This is an optimization exercise on Yosys and OpenROAD, whose aim is small area and a short achievable clock period, not a production implementation. RTL that was checked went through simulation tests only; none was proved equivalent to the original. Power and IR drop assume default switching activity.

==> v18: inputs <==
Design fdiv_mul, start of the top module:
module fdiv_mul #(
   parameter int unsigned FINV_LAT = 3
) (
   input  logic        clk,
   input  logic        rst,
   input  logic        in_valid,
   input  logic [31:0] x,
   input  logic [31:0] y,
   input  logic [31:0] y_inv,
   output logic        out_valid,
   output logic [31:0] q,
   output logic        dbz
);
export LEC_CHECK = 0
export CAP_MARGIN = 20
export CORE_MARGIN = 2
export CORE_UTILIZATION = 40
export SLEW_MARGIN = 20
export SETUP_SLACK_MARGIN = 6.15
export CTS_ARGS = -sink_clustering_enable -repair_clock_nets -dont_use_dummy_load
export BUFFER_PORTS_ARGS = -buffer_cell sky130_fd_sc_hd__buf_1
export PRE_RESIZE_TCL = /design/flow/flow/outbuf.tcl
create_clock -name core_clock -period 9.0 [get_ports {clk}]
standard.sh (not shown) runs the stock make flow with config.mk's settings and CLKGATE_MAP_FILE= SYNTH_SCRIPT=/design/flow/synth_recipe.tcl, a recipe that flattens the netlist after the stock synthesis.
==> flow/flow/run.sh <==
#!/bin/bash
# The standard layout (standard.sh, with its unchanged synthesis), plus:
#  - flow/outbuf.tcl (PRE_RESIZE hook): sizes the output-port buffers up.
#  - flow/fapol.py: after synthesis, choose each full adder's polarity to drop
#    the inverters Yosys leaves between adders (registers untouched).
# The SDC (clock period, I/O delays, loads) is not touched.
set -euo pipefail
cat flow/settings.mk >> config.mk
echo "export PRE_RESIZE_TCL = $PWD/flow/outbuf.tcl" >> config.mk
bash standard.sh synth > synth.log 2>&1
R=orfs/results/sky130hd/fdiv_mul/base
cp $R/1_2_yosys.v $R/1_2_yosys.orig.v
python3 flow/fapol.py $R/1_2_yosys.orig.v $R/1_2_yosys.v > fapol.log 2>&1
rm -f $R/1_synth.odb $R/1_synth.sdc
bash standard.sh > standard.log 2>&1
==> flow/flow/outbuf.tcl <==
# Size each output port's buffer up (the output paths set the period here).
set block [ord::get_db_block]
foreach bterm [$block getBTerms] {
  if {[$bterm getIoType] != "OUTPUT"} { continue }
  set net [$bterm getNet]
  foreach iterm [$net getITerms] {
    if {![$iterm isOutputSignal]} { continue }
    set inst [$iterm getInst]
    if {[string match "sky130_fd_sc_hd__buf_*" [[$inst getMaster] getName]]} {
      replace_cell [$inst getName] sky130_fd_sc_hd__buf_6
    }
  }
}
==> flow/flow/settings.mk <==
export SETUP_SLACK_MARGIN = 6.15
export CTS_ARGS = -sink_clustering_enable -repair_clock_nets -dont_use_dummy_load
export BUFFER_PORTS_ARGS = -buffer_cell sky130_fd_sc_hd__buf_1
Other scripts of this flow, unchanged in this note and not shown: flow/flow/fapol.py
==> v5: changes against v18 <==
--- a/flow/design.v
+++ b/flow/design.v
@@ -14,26 +14,31 @@
    logic [7:0] vld;
    always_ff @(posedge clk) begin
       if (rst) vld <= '0;
       else     vld <= {vld[6:0], in_valid};
    end
    assign out_valid = vld[7];
-   wire yz = (y[30:23] == 8'h00);
-   wire yi = (y[30:23] == 8'hFF);
-   wire xi = (x[30:23] == 8'hFF);
-   wire xz = (x[30:23] == 8'h00);
-   wire sp = yz | yi | xi | xz;
+   logic [31:0] d0x;
+   logic        d0yz, d0yi, d0ys;
+   always_ff @(posedge clk) begin
+      d0x  <= x;
+      d0yz <= (y[30:23] == 8'h00);
+      d0yi <= (y[30:23] == 8'hFF);
+      d0ys <= y[31];
+   end
+   wire xi = (d0x[30:23] == 8'hFF);
+   wire xz = (d0x[30:23] == 8'h00);
+   wire sp = d0yz | d0yi | xi | xz;
    wire [31:0] rec;
-   assign rec[31]    = sp ? (x[31] ^ y[31]) : x[31];
-   assign rec[30:23] = yz ? 8'hFF : (yi ? 8'h00 : x[30:23]);
-   assign rec[22:1]  = x[22:1];
-   assign rec[0]     = yz | (~sp & x[0]);
-   logic [31:0] d0, d1, d2, d3, d4;
+   assign rec[31]    = sp ? (d0x[31] ^ d0ys) : d0x[31];
+   assign rec[30:23] = d0yz ? 8'hFF : (d0yi ? 8'h00 : d0x[30:23]);
+   assign rec[22:1]  = d0x[22:1];
+   assign rec[0]     = d0yz | (~sp & d0x[0]);
+   logic [31:0] d1, d2, d3, d4;
    always_ff @(posedge clk) begin
-      d0 <= rec;
-      d1 <= d0;
+      d1 <= rec;
       d2 <= d1;
       d3 <= d2;
       d4 <= d3;
    end
    wire [24:0] bb = {1'b1, y_inv[22:0], 1'b0};
    logic [10:0] bneg;
--- a/flow/flow/run.sh
+++ b/flow/flow/run.sh
@@ -1,9 +1,9 @@
 #!/bin/bash
 # The standard layout (standard.sh, with its unchanged synthesis), plus:
-#  - flow/outbuf.tcl (PRE_RESIZE hook): sizes the output-port buffers up.
+#  - flow/outbuf.tcl (PRE_RESIZE hook): sizes the output-port buffers (buf_4).
 #  - flow/fapol.py: after synthesis, choose each full adder's polarity to drop
 #    the inverters Yosys leaves between adders (registers untouched).
 # The SDC (clock period, I/O delays, loads) is not touched.
 set -euo pipefail
 cat flow/settings.mk >> config.mk
 echo "export PRE_RESIZE_TCL = $PWD/flow/outbuf.tcl" >> config.mk
==> flow/flow/outbuf.tcl (replaced) <==
# Size each output port's buffer up (the output paths set the period here).
set block [ord::get_db_block]
foreach bterm [$block getBTerms] {
  if {[$bterm getIoType] != "OUTPUT"} { continue }
  set net [$bterm getNet]
  foreach iterm [$net getITerms] {
    if {![$iterm isOutputSignal]} { continue }
    set inst [$iterm getInst]
    if {[string match "sky130_fd_sc_hd__buf_*" [[$inst getMaster] getName]]} {
      replace_cell [$inst getName] sky130_fd_sc_hd__buf_4
    }
  }
}
==> flow/flow/settings.mk (replaced) <==
export SETUP_SLACK_MARGIN = 6.22
export CTS_ARGS = -sink_clustering_enable -repair_clock_nets -dont_use_dummy_load
export BUFFER_PORTS_ARGS = -buffer_cell sky130_fd_sc_hd__buf_1
--- a/flow/config.mk
+++ b/flow/config.mk
@@ -6,10 +6,10 @@
 export NUM_CORES = 4
 export LEC_CHECK = 0
 export CAP_MARGIN = 20
 export CORE_MARGIN = 2
 export CORE_UTILIZATION = 40
 export SLEW_MARGIN = 20
-export SETUP_SLACK_MARGIN = 6.15
+export SETUP_SLACK_MARGIN = 6.22
 export CTS_ARGS = -sink_clustering_enable -repair_clock_nets -dont_use_dummy_load
 export BUFFER_PORTS_ARGS = -buffer_cell sky130_fd_sc_hd__buf_1
 export PRE_RESIZE_TCL = /design/flow/flow/outbuf.tcl
==> v21: changes against v18 <==
--- a/flow/design.v
+++ b/flow/design.v
@@ -14,26 +14,31 @@
    logic [7:0] vld;
    always_ff @(posedge clk) begin
       if (rst) vld <= '0;
       else     vld <= {vld[6:0], in_valid};
    end
    assign out_valid = vld[7];
-   wire yz = (y[30:23] == 8'h00);
-   wire yi = (y[30:23] == 8'hFF);
-   wire xi = (x[30:23] == 8'hFF);
-   wire xz = (x[30:23] == 8'h00);
-   wire sp = yz | yi | xi | xz;
+   logic [31:0] d0x;
+   logic        d0yz, d0yi, d0ys;
+   always_ff @(posedge clk) begin
+      d0x  <= x;
+      d0yz <= (y[30:23] == 8'h00);
+      d0yi <= (y[30:23] == 8'hFF);
+      d0ys <= y[31];
+   end
+   wire xi = (d0x[30:23] == 8'hFF);
+   wire xz = (d0x[30:23] == 8'h00);
+   wire sp = d0yz | d0yi | xi | xz;
    wire [31:0] rec;
-   assign rec[31]    = sp ? (x[31] ^ y[31]) : x[31];
-   assign rec[30:23] = yz ? 8'hFF : (yi ? 8'h00 : x[30:23]);
-   assign rec[22:1]  = x[22:1];
-   assign rec[0]     = yz | (~sp & x[0]);
-   logic [31:0] d0, d1, d2, d3, d4;
+   assign rec[31]    = sp ? (d0x[31] ^ d0ys) : d0x[31];
+   assign rec[30:23] = d0yz ? 8'hFF : (d0yi ? 8'h00 : d0x[30:23]);
+   assign rec[22:1]  = d0x[22:1];
+   assign rec[0]     = d0yz | (~sp & d0x[0]);
+   logic [31:0] d1, d2, d3, d4;
    always_ff @(posedge clk) begin
-      d0 <= rec;
-      d1 <= d0;
+      d1 <= rec;
       d2 <= d1;
       d3 <= d2;
       d4 <= d3;
    end
    wire [24:0] bb = {1'b1, y_inv[22:0], 1'b0};
    logic [10:0] bneg;
==> flow/flow/run.sh (replaced) <==
#!/bin/bash
# The standard layout (standard.sh, with its unchanged synthesis), plus:
#  - flow/fapol.py: after synthesis, choose each full adder's polarity to drop
#    the inverters Yosys leaves between adders (registers untouched).
# The SDC (clock period, I/O delays, loads) is not touched.
set -euo pipefail
cat flow/settings.mk >> config.mk
bash standard.sh synth > synth.log 2>&1
R=orfs/results/sky130hd/fdiv_mul/base
cp $R/1_2_yosys.v $R/1_2_yosys.orig.v
python3 flow/fapol.py $R/1_2_yosys.orig.v $R/1_2_yosys.v > fapol.log 2>&1
rm -f $R/1_synth.odb $R/1_synth.sdc
bash standard.sh > standard.log 2>&1
==> flow/flow/settings.mk (replaced) <==
export SETUP_SLACK_MARGIN = 6.1
export CTS_ARGS = -sink_clustering_enable -repair_clock_nets -dont_use_dummy_load
export BUFFER_PORTS_ARGS = -buffer_cell sky130_fd_sc_hd__buf_2
==> flow/config.mk (replaced) <==
export PLATFORM = sky130hd
export DESIGN_NAME = fdiv_mul
export DESIGN_NICKNAME = fdiv_mul
export VERILOG_FILES = /design/flow/design.v
export SDC_FILE = /design/flow/constraint.sdc
export NUM_CORES = 4
export LEC_CHECK = 0
export CAP_MARGIN = 20
export CORE_MARGIN = 2
export CORE_UTILIZATION = 40
export SLEW_MARGIN = 20
export SETUP_SLACK_MARGIN = 6.1
export CTS_ARGS = -sink_clustering_enable -repair_clock_nets -dont_use_dummy_load
export BUFFER_PORTS_ARGS = -buffer_cell sky130_fd_sc_hd__buf_2
removed: flow/flow/outbuf.tcl
==> notes <==
- First-iteration DRC count: v21 < v18 < v5.
- In v5 the via count is higher than in v21, by about 1%.
- Between v18 and v21, the lower routed wire length is in v21 (gap about 3%, measured against v21).
- Total power: v18 > v5 > v21.
- In v21 the clock skew is higher than in v5, by 4.8 ps.
- Of v18 and v5, v18 has the higher clock power (gap about 2%, measured against v5).
- Of v18 and v21, v18 has the higher register-to-register slack (gap 60 ps).
- The highest core utilization belongs to v5, the lowest to v21.
Function not checked in v18: the RTL went through the layout flow alone.

-- what the ideal ports hide --
The flow's constraints put no driver on any port. The routed layouts listed below were extracted and timed again, unchanged, in two steps.
Step 1 sets driving cells, clkbuf_16 on the clock port and buf_2 on the other inputs (assumed; they add their load-dependent delay and slew).
Step 2 times the ports against the registers' clock, not the clock port: input delays grow and output delays shrink by t, the midpoint of the rising clock arrivals with the driver on.
Three values: no drivers, after step 1, after step 2; two values: the first two.
run	shift t [ns]	setup WS [ns]	worst setup path after step 2	worst slew at a driven data input, ns
v18	0.633	6.136 / 6.077 / 5.830	input to register	0.05
v5	0.624	6.171 / 6.115 / 6.266	register to register	0.05
v21	0.621	6.137 / 6.087 / 6.137	register to register	0.04
After both steps setup and hold are still met in every run listed. The setup slack of v18, which loses most, moves by -0.059 ns with the drivers and by -0.306 ns with both steps.
